This design comes from an exercise in tuning for small area and a short achievable clock period on the open sky130 flow, not from production work. The RTL was checked by simulation tests, not by an equivalence proof against the original design.

===== flow/design.v =====
`timescale 1ns/1ns
package frag_pkg;
    localparam int DW_WIDTH = 32;
    localparam int ENTRY_DW = 4;
    typedef logic [DW_WIDTH-1:0] dword_t;
    typedef logic [ENTRY_DW*DW_WIDTH-1:0] entry_t;
    typedef logic [$clog2(ENTRY_DW)-1:0] dw_count_t;
    typedef logic [3:0] valid_bytes_t;
    typedef logic [10:0] dll_length_t;
    localparam int HDR_FMT_HI = 31;
    localparam int HDR_FMT_LO = 29;
    localparam int HDR_TD_BIT = 15;
    localparam int HDR_LEN_HI = 9;
    localparam int HDR_LEN_LO = 0;
    localparam dword_t ECRC_POLY = 32'h04C1_1DB7;
    localparam dword_t ECRC_SEED = 32'hFFFF_FFFF;
    typedef enum logic [1:0] {
        FRAG_IDLE,
        FRAG_STREAM,
        FRAG_ECRC_TAIL
    } frag_state_t;
endpackage
`timescale 1ns/1ns
module frag_sequencer (
    input  logic                clk,
    input  logic                arst,
    input  logic                fifo_empty,
    input  logic                halt,
    input  frag_pkg::entry_t    fifo_rd_data,
    input  frag_pkg::dw_count_t fifo_rd_dw,
    input  logic                fifo_rd_last,
    output logic                fifo_rd_en,
    output logic                beat_entry_valid,
    output logic                beat_first,
    output logic                beat_last,
    output logic                beat_ecrc_on,
    output logic                beat_tail,
    output frag_pkg::dll_length_t beat_length
);
    frag_pkg::frag_state_t state;
    frag_pkg::frag_state_t state_nx;
    logic rd_in_flight;
    logic        td_q;
    frag_pkg::dll_length_t len_q;
    frag_pkg::dword_t                           dw0;
    logic [frag_pkg::HDR_FMT_HI-frag_pkg::HDR_FMT_LO:0]   fmt;
    logic [frag_pkg::HDR_LEN_HI-frag_pkg::HDR_LEN_LO:0]   len_field;
    logic                             td_dec;
    frag_pkg::dll_length_t                      len_calc;
    logic        is_first;
    logic        td_cur;
    frag_pkg::dll_length_t len_cur;
    logic        need_tail;
    assign dw0       = fifo_rd_data[frag_pkg::ENTRY_DW*frag_pkg::DW_WIDTH-1 -: frag_pkg::DW_WIDTH];
    assign fmt       = dw0[frag_pkg::HDR_FMT_HI:frag_pkg::HDR_FMT_LO];
    assign len_field = dw0[frag_pkg::HDR_LEN_HI:frag_pkg::HDR_LEN_LO];
    assign td_dec    = dw0[frag_pkg::HDR_TD_BIT];
    always_comb begin
        len_calc = frag_pkg::dll_length_t'(3);
        if (fmt[0]) begin
            len_calc = len_calc + frag_pkg::dll_length_t'(1);
        end
        if (fmt[1]) begin
            if (len_field == '0) begin
                len_calc = len_calc + frag_pkg::dll_length_t'(1024);
            end else begin
                len_calc = len_calc + frag_pkg::dll_length_t'(len_field);
            end
        end
        if (td_dec) begin
            len_calc = len_calc + frag_pkg::dll_length_t'(1);
        end
    end
    assign is_first = rd_in_flight && (state != frag_pkg::FRAG_STREAM);
    assign td_cur   = is_first ? td_dec : td_q;
    assign len_cur  = is_first ? len_calc : len_q;
    assign need_tail = rd_in_flight && fifo_rd_last && td_cur && (fifo_rd_dw == 2'd3);
    assign fifo_rd_en = !fifo_empty && !halt && !need_tail;
    always_comb begin
        state_nx = state;
        case (state)
            frag_pkg::FRAG_IDLE, frag_pkg::FRAG_STREAM: begin
                if (rd_in_flight) begin
                    if (!fifo_rd_last) begin
                        state_nx = frag_pkg::FRAG_STREAM;
                    end else if (need_tail) begin
                        state_nx = frag_pkg::FRAG_ECRC_TAIL;
                    end else begin
                        state_nx = frag_pkg::FRAG_IDLE;
                    end
                end
            end
            frag_pkg::FRAG_ECRC_TAIL: begin
                state_nx = frag_pkg::FRAG_IDLE;
            end
            default: begin
                state_nx = frag_pkg::FRAG_IDLE;
            end
        endcase
    end
    always_ff @(posedge clk or negedge arst) begin
        if (!arst) begin
            state        <= frag_pkg::FRAG_IDLE;
            rd_in_flight <= 1'b0;
            td_q         <= 1'b0;
        end else begin
            state        <= state_nx;
            rd_in_flight <= fifo_rd_en;
            if (is_first) begin
                td_q <= td_dec;
            end
        end
    end
    always_ff @(posedge clk) begin
        if (is_first) begin
            len_q <= len_calc;
        end
    end
    assign beat_entry_valid = rd_in_flight;
    assign beat_first      = is_first;
    assign beat_last       = rd_in_flight && fifo_rd_last;
    assign beat_ecrc_on    = td_cur;
    assign beat_tail       = (state == frag_pkg::FRAG_ECRC_TAIL);
    assign beat_length     = len_cur;
endmodule
`timescale 1ns/1ns
module ecrc_engine (
    input  logic                clk,
    input  logic                arst,
    input  frag_pkg::entry_t    fifo_rd_data,
    input  frag_pkg::dw_count_t fifo_rd_dw,
    input  logic                beat_entry_valid,
    input  logic                beat_first,
    input  logic                beat_ecrc_on,
    output frag_pkg::dword_t    ecrc_value
);
    frag_pkg::dword_t crc_q;
    frag_pkg::dword_t crc_next;
    function automatic frag_pkg::dword_t crc_dword(input frag_pkg::dword_t crc_in, input frag_pkg::dword_t data);
        frag_pkg::dword_t crc;
        logic   fb;
        crc = crc_in;
        for (int b = frag_pkg::DW_WIDTH - 1; b >= 0; b--) begin
            fb  = crc[frag_pkg::DW_WIDTH-1] ^ data[b];
            crc = {crc[frag_pkg::DW_WIDTH-2:0], 1'b0};
            if (fb) begin
                crc = crc ^ frag_pkg::ECRC_POLY;
            end
        end
        crc_dword = crc;
    endfunction
    always_comb begin : crc_comb
        frag_pkg::dword_t crc_run;
        crc_run = beat_first ? frag_pkg::ECRC_SEED : crc_q;
        for (int i = 0; i < frag_pkg::ENTRY_DW; i++) begin
            if (i <= int'(fifo_rd_dw)) begin
                crc_run = crc_dword(crc_run,
                                    fifo_rd_data[(frag_pkg::ENTRY_DW-i)*frag_pkg::DW_WIDTH-1 -: frag_pkg::DW_WIDTH]);
            end
        end
        crc_next = crc_run;
    end
    always_ff @(posedge clk or negedge arst) begin
        if (!arst) begin
            crc_q <= frag_pkg::ECRC_SEED;
        end else if (beat_entry_valid && beat_ecrc_on) begin
            crc_q <= crc_next;
        end
    end
    assign ecrc_value = ~(beat_entry_valid ? crc_next : crc_q);
endmodule
`timescale 1ns/1ns
module beat_assembler (
    input  logic                   clk,
    input  logic                   arst,
    input  frag_pkg::entry_t       fifo_rd_data,
    input  frag_pkg::dw_count_t    fifo_rd_dw,
    input  logic                   beat_entry_valid,
    input  logic                   beat_first,
    input  logic                   beat_last,
    input  logic                   beat_ecrc_on,
    input  logic                   beat_tail,
    input  frag_pkg::dll_length_t  beat_length,
    input  frag_pkg::dword_t       ecrc_value,
    output logic                   tlp_valid,
    output logic                   tlp_sop,
    output logic                   tlp_eop,
    output frag_pkg::entry_t       tlp_data,
    output frag_pkg::valid_bytes_t tlp_valid_bytes,
    output frag_pkg::dll_length_t  tlp_length
);
    logic         valid_nx;
    logic         sop_nx;
    logic         eop_nx;
    logic         put_ecrc;
    frag_pkg::entry_t       data_nx;
    logic [2:0]   used_dw;
    frag_pkg::valid_bytes_t vbytes_nx;
    assign valid_nx = beat_entry_valid || beat_tail;
    assign sop_nx   = beat_entry_valid && beat_first;
    assign eop_nx   = (beat_entry_valid && beat_last) || beat_tail;
    assign put_ecrc = beat_entry_valid && beat_last && beat_ecrc_on && (fifo_rd_dw != 2'd3);
    always_comb begin
        data_nx = '0;
        if (beat_tail) begin
            data_nx[frag_pkg::ENTRY_DW*frag_pkg::DW_WIDTH-1 -: frag_pkg::DW_WIDTH] = ecrc_value;
        end else begin
            for (int i = 0; i < frag_pkg::ENTRY_DW; i++) begin
                if (i <= int'(fifo_rd_dw)) begin
                    data_nx[(frag_pkg::ENTRY_DW-i)*frag_pkg::DW_WIDTH-1 -: frag_pkg::DW_WIDTH] =
                        fifo_rd_data[(frag_pkg::ENTRY_DW-i)*frag_pkg::DW_WIDTH-1 -: frag_pkg::DW_WIDTH];
                end else if (put_ecrc && (i == int'(fifo_rd_dw) + 1)) begin
                    data_nx[(frag_pkg::ENTRY_DW-i)*frag_pkg::DW_WIDTH-1 -: frag_pkg::DW_WIDTH] = ecrc_value;
                end
            end
        end
    end
    always_comb begin
        used_dw = {1'b0, fifo_rd_dw} + 3'd1 + {2'b00, put_ecrc};
        if (beat_tail) begin
            vbytes_nx = frag_pkg::valid_bytes_t'(3);
        end else begin
            vbytes_nx = frag_pkg::valid_bytes_t'({used_dw, 2'b00} - 5'd1);
        end
    end
    always_ff @(posedge clk or negedge arst) begin
        if (!arst) begin
            tlp_valid <= 1'b0;
            tlp_sop   <= 1'b0;
            tlp_eop   <= 1'b0;
        end else begin
            tlp_valid <= valid_nx;
            tlp_sop   <= sop_nx;
            tlp_eop   <= eop_nx;
        end
    end
    always_ff @(posedge clk) begin
        if (valid_nx) begin
            tlp_data        <= data_nx;
            tlp_valid_bytes <= vbytes_nx;
            tlp_length      <= beat_length;
        end
    end
endmodule
`timescale 1ns/1ns
module tlp_frag_top (
    input  logic                   clk,
    input  logic                   arst,
    input  logic                   fifo_empty,
    input  frag_pkg::entry_t       fifo_rd_data,
    input  frag_pkg::dw_count_t    fifo_rd_dw,
    input  logic                   fifo_rd_last,
    input  logic                   halt,
    output logic                   fifo_rd_en,
    output logic                   tlp_valid,
    output logic                   tlp_sop,
    output logic                   tlp_eop,
    output frag_pkg::entry_t       tlp_data,
    output frag_pkg::valid_bytes_t tlp_valid_bytes,
    output frag_pkg::dll_length_t  tlp_length
);
    frag_pkg::dword_t ecrc_value;
    logic        beat_entry_valid;
    logic        beat_first;
    logic        beat_last;
    logic        beat_ecrc_on;
    logic        beat_tail;
    frag_pkg::dll_length_t beat_length;
    frag_sequencer seq_i (
        .clk          (clk),
        .arst         (arst),
        .fifo_empty   (fifo_empty),
        .halt         (halt),
        .fifo_rd_data (fifo_rd_data),
        .fifo_rd_dw   (fifo_rd_dw),
        .fifo_rd_last (fifo_rd_last),
        .fifo_rd_en   (fifo_rd_en),
        .beat_entry_valid (beat_entry_valid),
        .beat_first       (beat_first),
        .beat_last        (beat_last),
        .beat_ecrc_on     (beat_ecrc_on),
        .beat_tail        (beat_tail),
        .beat_length      (beat_length)
    );
    ecrc_engine ecrc_i (
        .clk          (clk),
        .arst         (arst),
        .fifo_rd_data (fifo_rd_data),
        .fifo_rd_dw   (fifo_rd_dw),
        .beat_entry_valid (beat_entry_valid),
        .beat_first       (beat_first),
        .beat_ecrc_on     (beat_ecrc_on),
        .ecrc_value   (ecrc_value)
    );
    beat_assembler asm_i (
        .clk             (clk),
        .arst            (arst),
        .fifo_rd_data    (fifo_rd_data),
        .fifo_rd_dw      (fifo_rd_dw),
        .beat_entry_valid (beat_entry_valid),
        .beat_first       (beat_first),
        .beat_last        (beat_last),
        .beat_ecrc_on     (beat_ecrc_on),
        .beat_tail        (beat_tail),
        .beat_length      (beat_length),
        .ecrc_value      (ecrc_value),
        .tlp_valid       (tlp_valid),
        .tlp_sop         (tlp_sop),
        .tlp_eop         (tlp_eop),
        .tlp_data        (tlp_data),
        .tlp_valid_bytes (tlp_valid_bytes),
        .tlp_length      (tlp_length)
    );
endmodule

===== flow/run.sh =====
#!/bin/bash
# synth_recipe.tcl (not shown) runs the flow's synth.tcl, then flattens the netlist and writes it again
# the make line also repeats each setting of config.mk as NAME=value (left out here)
make -C /OpenROAD-flow-scripts/flow DESIGN_CONFIG=/design/flow/config.mk WORK_HOME=/design/flow/orfs CLKGATE_MAP_FILE= SYNTH_SCRIPT=/design/flow/synth_recipe.tcl finish

===== flow/config.mk =====
export PLATFORM = sky130hd
export DESIGN_NAME = tlp_frag_top
export DESIGN_NICKNAME = tlp_frag_top
export VERILOG_FILES = /design/flow/design.v
export SDC_FILE = /design/flow/constraint.sdc
export NUM_CORES = 4
export LEC_CHECK = 0
export CAP_MARGIN = 20
export CORE_MARGIN = 2
export CORE_UTILIZATION = 40
export SLEW_MARGIN = 20

===== flow/constraint.sdc =====
create_clock -name core_clock -period 16.0 [get_ports {clk}]
set_input_delay 3.2000 -clock core_clock [delete_from_list [all_inputs] [get_ports {clk}]]
set_output_delay 3.2000 -clock core_clock [all_outputs]
set_load 0.01 [all_outputs]

==> key figures <==
Place
  • Gp weighted congestion: 1.01
  • IO buf count: 279
  • Placed Cells incl. Taps: 3931
  • Cell area after placement: 35000 um^2
  • Detail Placement HPWL: 93200 um
  • Worst slack at placement: -0.0678 ns

Yosys
  • Syn Area/Cell: 11.9 um^2
  • Register area share after synthesis: 20.4%
  • Synthesized instance count: 2266
  • Number of synthesized flops with an enable pin: 141
  • Share of async-settable or async-resettable flops after synthesis: 20.4%
  • Commonest register cell after synthesis: sky130_fd_sc_hd__edfxtp_1
  • Largest family of logic cells by synthesized area: XOR/XNOR gates
  • Count of state elements after synthesis: 191
  • Post-Synth XOR/XNOR Area: 61.4%
  • Cell area after synthesis: 26900 um^2
  • Post-synthesis cell type with the largest combined area: sky130_fd_sc_hd__xnor3_1
  • Share of the synthesized area in the top cell type: 24.1%
  • Simple-gate share of the synthesized area: 6.59%
  • Leading cell types by total area after synthesis: sky130_fd_sc_hd__xnor3_1 (24%), sky130_fd_sc_hd__edfxtp_1 (16%), sky130_fd_sc_hd__xnor2_1 (16%)
  • Synth Area in Adders: 0.307%
  • Share of synthesized area spent on multiplexers: 1.63%
  • Most frequent cells after synthesis: sky130_fd_sc_hd__xnor2_1 (476), sky130_fd_sc_hd__xnor3_1 (287), sky130_fd_sc_hd__nor2_1 (196)
  • Share of the synthesized area in compound gates (AO/OA/AOI/OAI): 7.95%
  • Dominant cell by count in the synthesized netlist: sky130_fd_sc_hd__xnor2_1
  • Library cells used by synthesis: 77
  • Synthesis warning total: 3

CTS
  • CTS Buf Count: 17
  • Setup Fix Bufs, Post-CTS: 0
  • Sinks on the clock net: 191
  • Clock tree from TritonCTS: yes
  • CTS max path bufs: 2
  • Gates resized, CTS repair: 0
  • Reg clk slew, reported paths: 0.07 ns
  • Insertion delay of the later-clocked pin in the worst-skew pair: 0.51 ns
  • Root cell of the clock tree: sky130_fd_sc_hd__clkbuf_16
  • Count of H-tree levels built during CTS: 4
  • Hold buffer count at CTS: 0

Layout
  • Fraction of final layout cells sized beyond drive strength 1: 28.2%
  • Filler cells: 5902
  • Number of cells in the finished layout apart from fillers: 3964
  • Register area: 5470 um^2
  • Area occupied by multi-input gates: 21000 um^2
  • Layout Cell Area excl Fill: 35600 um^2
  • Final core utilization: 53.3%
  • Layout net count: 3218
  • Area delta synth->final: 32.5%

Critical path
  • Crit Path Category: in2reg
  • Most prevalent standard cell on the critical path: sky130_fd_sc_hd__xnor3_1
  • Crit-path max FO: 7
  • Arrival time worst endpoint: 15.87 ns
  • Endpoint kind of the worst setup timing path: register
  • Startpoint type of the worst setup path: input port
  • Cell with the biggest individual delay on the critical path: sky130_fd_sc_hd__clkdlybuf4s50_1
  • Required time of the worst setup path: 16.20 ns
  • CP max stage delay: 0.64 ns

Global route
  • Total grt overflow: 0
  • Vias in the first global route: 21400
  • Pin count of the biggest net entering global routing: 87
  • Initial antenna violation count: 3
  • First-pass GRT wire length: 158000 um
  • Overall Global Routing Usage: 32.2%

Floorplanning
  • Effective utilization at floorplan: 40.2%
  • Area of the core region: 66800 um^2
  • Count of standard-cell rows: 95
  • Die extent in x: 263 um
  • Io pins: 282
  • Die H: 263 um
  • Die Footprint: 69300 um^2

Timing
  • Final setup violation count: 0
  • Total Neg Setup Slack: 0 ns
  • Setup repair after global routing missed its margin: no
  • Number of endpoints with negative hold slack in the final report: 0
  • Share of the clock period used by the worst path: 97.9%
  • Worst rel slew slack: 23.7%
  • Worst-Margin Slew: 1.14 ns
  • Highest Clock Rate: 63.8 MHz
  • Max Slew Vio Count: 0
  • Worst clock skew: 0.0256 ns
  • Worst Hold Slack: 0.472 ns
  • Final setup margin: 0.332 ns
  • Post-route minimum period: 15.67 ns

Detailed routing
  • Average via count per standard cell: 5.32
  • Routed len/inst: 28.3 um
  • DRC: 0
  • First-pass DRT Iterations: 8
  • Post-detailed-route count of antenna-violating nets: 0
  • Detailed-route via count: 21100
  • Post-detailed-routing wire length: 112000 um
  • Drt first-iter violations: 2103

Worst hold path
  • Worst hold path class: reg2reg

Job
  • # Max-Cap Violations: 0

Outcome
  • Run status: no timing/DRC/antenna violations
-- cells in the final DEF, fill, tap and decap left out, types with 35 or more instances in the layout --
| cell type | synthesis | layout |
|---|---|---|
| sky130_fd_sc_hd__clkdlybuf4s50_1 | 0 | 276 |
| sky130_fd_sc_hd__xnor2_2 | 55 | 55 |
| sky130_fd_sc_hd__o21ai_0 | 58 | 58 |
| sky130_fd_sc_hd__a21oi_1 | 146 | 146 |
| sky130_fd_sc_hd__nor2_1 | 196 | 192 |
| sky130_fd_sc_hd__xnor3_1 | 287 | 287 |
| sky130_fd_sc_hd__nand2_1 | 137 | 135 |
| sky130_fd_sc_hd__a22oi_1 | 35 | 35 |
| sky130_fd_sc_hd__edfxtp_1 | 141 | 141 |
| sky130_fd_sc_hd__xor3_1 | 54 | 54 |
| sky130_fd_sc_hd__xnor2_1 | 476 | 476 |
| sky130_fd_sc_hd__xor2_1 | 185 | 185 |
| sky130_fd_sc_hd__buf_4 | 6 | 605 |
-- critical path: cells and delay by family --
kind / cells / cell delay [ns]
buf+inv: 6 / 1.49
xor+xnor: 26 / 10.06
mux: 1 / 0.21
simple gates: 1 / 0.08
compound gates: 3 / 0.74
-- cell families after synthesis --
group	Yosys count
DFF	191
muxes	42
buffers and inverters	112
and+or+nand+nor	422
other	1
AOI/OAI and AO/OA	345
xor gates and xnor gates	1147
adders and majority gates	6
-- worst paths after layout --
path	cells past startpoint	slack [ns]	to	startpoint
max reg2reg	39	1.97	asm_i.tlp_data[67]	seq_i.rd_in_flight
max in group asynchronous	2	12.74	seq_i.rd_in_flight	arst
min	2	0.47	seq_i.len_q[4]	seq_i.len_q[4]
max	37	0.33	asm_i.tlp_data[67]	fifo_rd_data[127]
min reg2reg	2	0.47	seq_i.len_q[4]	seq_i.len_q[4]
min in group asynchronous	2	2.79	asm_i.tlp_valid	arst
-- per-layer routing --
layer / global-route usage [%] / routed length (um) / vias up
li1: - / - / 9464
met1: 44.7 / 48600 / 10500
met2: 50.3 / 50600 / 973
met3: 5.05 / 7950 / 156
met4: 12.9 / 4850 / 2
met5: 0 / 11 / -
-- state kept, by name, summed over array words and instances (netlist names) --
register / flops
asm_i.tlp_data: 128
ecrc_i.crc_q: 32
seq_i.len_q: 11
asm_i.tlp_sop: 1
asm_i.tlp_eop: 1
asm_i.tlp_valid: 1
asm_i.tlp_length: 11
asm_i.tlp_valid_bytes: 2
seq_i.state: 2
seq_i.rd_in_flight: 1
seq_i.td_q: 1
-- area by class of cell --
| class | instances | area share, % |
|---|---|---|
| antenna | 1 | 0.00703 |
| clock inverter | 13 | 0.404 |
| tap | 873 | 3.07 |
| multi-input combinational | 1964 | 59.0 |
| sequential | 191 | 15.4 |
| inverter | 15 | 0.158 |
| timing repair buffer | 888 | 20.8 |
| clock buffer | 19 | 1.22 |

[afterwards: timing with drivers on the ports]
The results above use ideal ports. As a check the final layout listed here was re-extracted and re-timed, cells and wires unchanged.
Step 1, drivers: a clkbuf_16 drives clk and a buf_2 each remaining input, both assumed.
Step 2, shift: input delay + t, output delay - t, t = (earliest + latest rising clock arrival at the registers) / 2. This alone moves slack from input paths to output paths.
Three values: ideal, step 1, step 2; two values: the first two.
t, ns: 0.557
setup WS [ns]: 0.332 / 0.367 / -0.191
clock arrival spread, ns: 0.027 / 0.027
worst register clock-pin slew, ns: 0.10 / 0.10
With both steps, setup timing fails in this run, where it was met with ideal ports. The setup slack of this run moves by +0.035 ns with the drivers and by -0.523 ns with both steps.
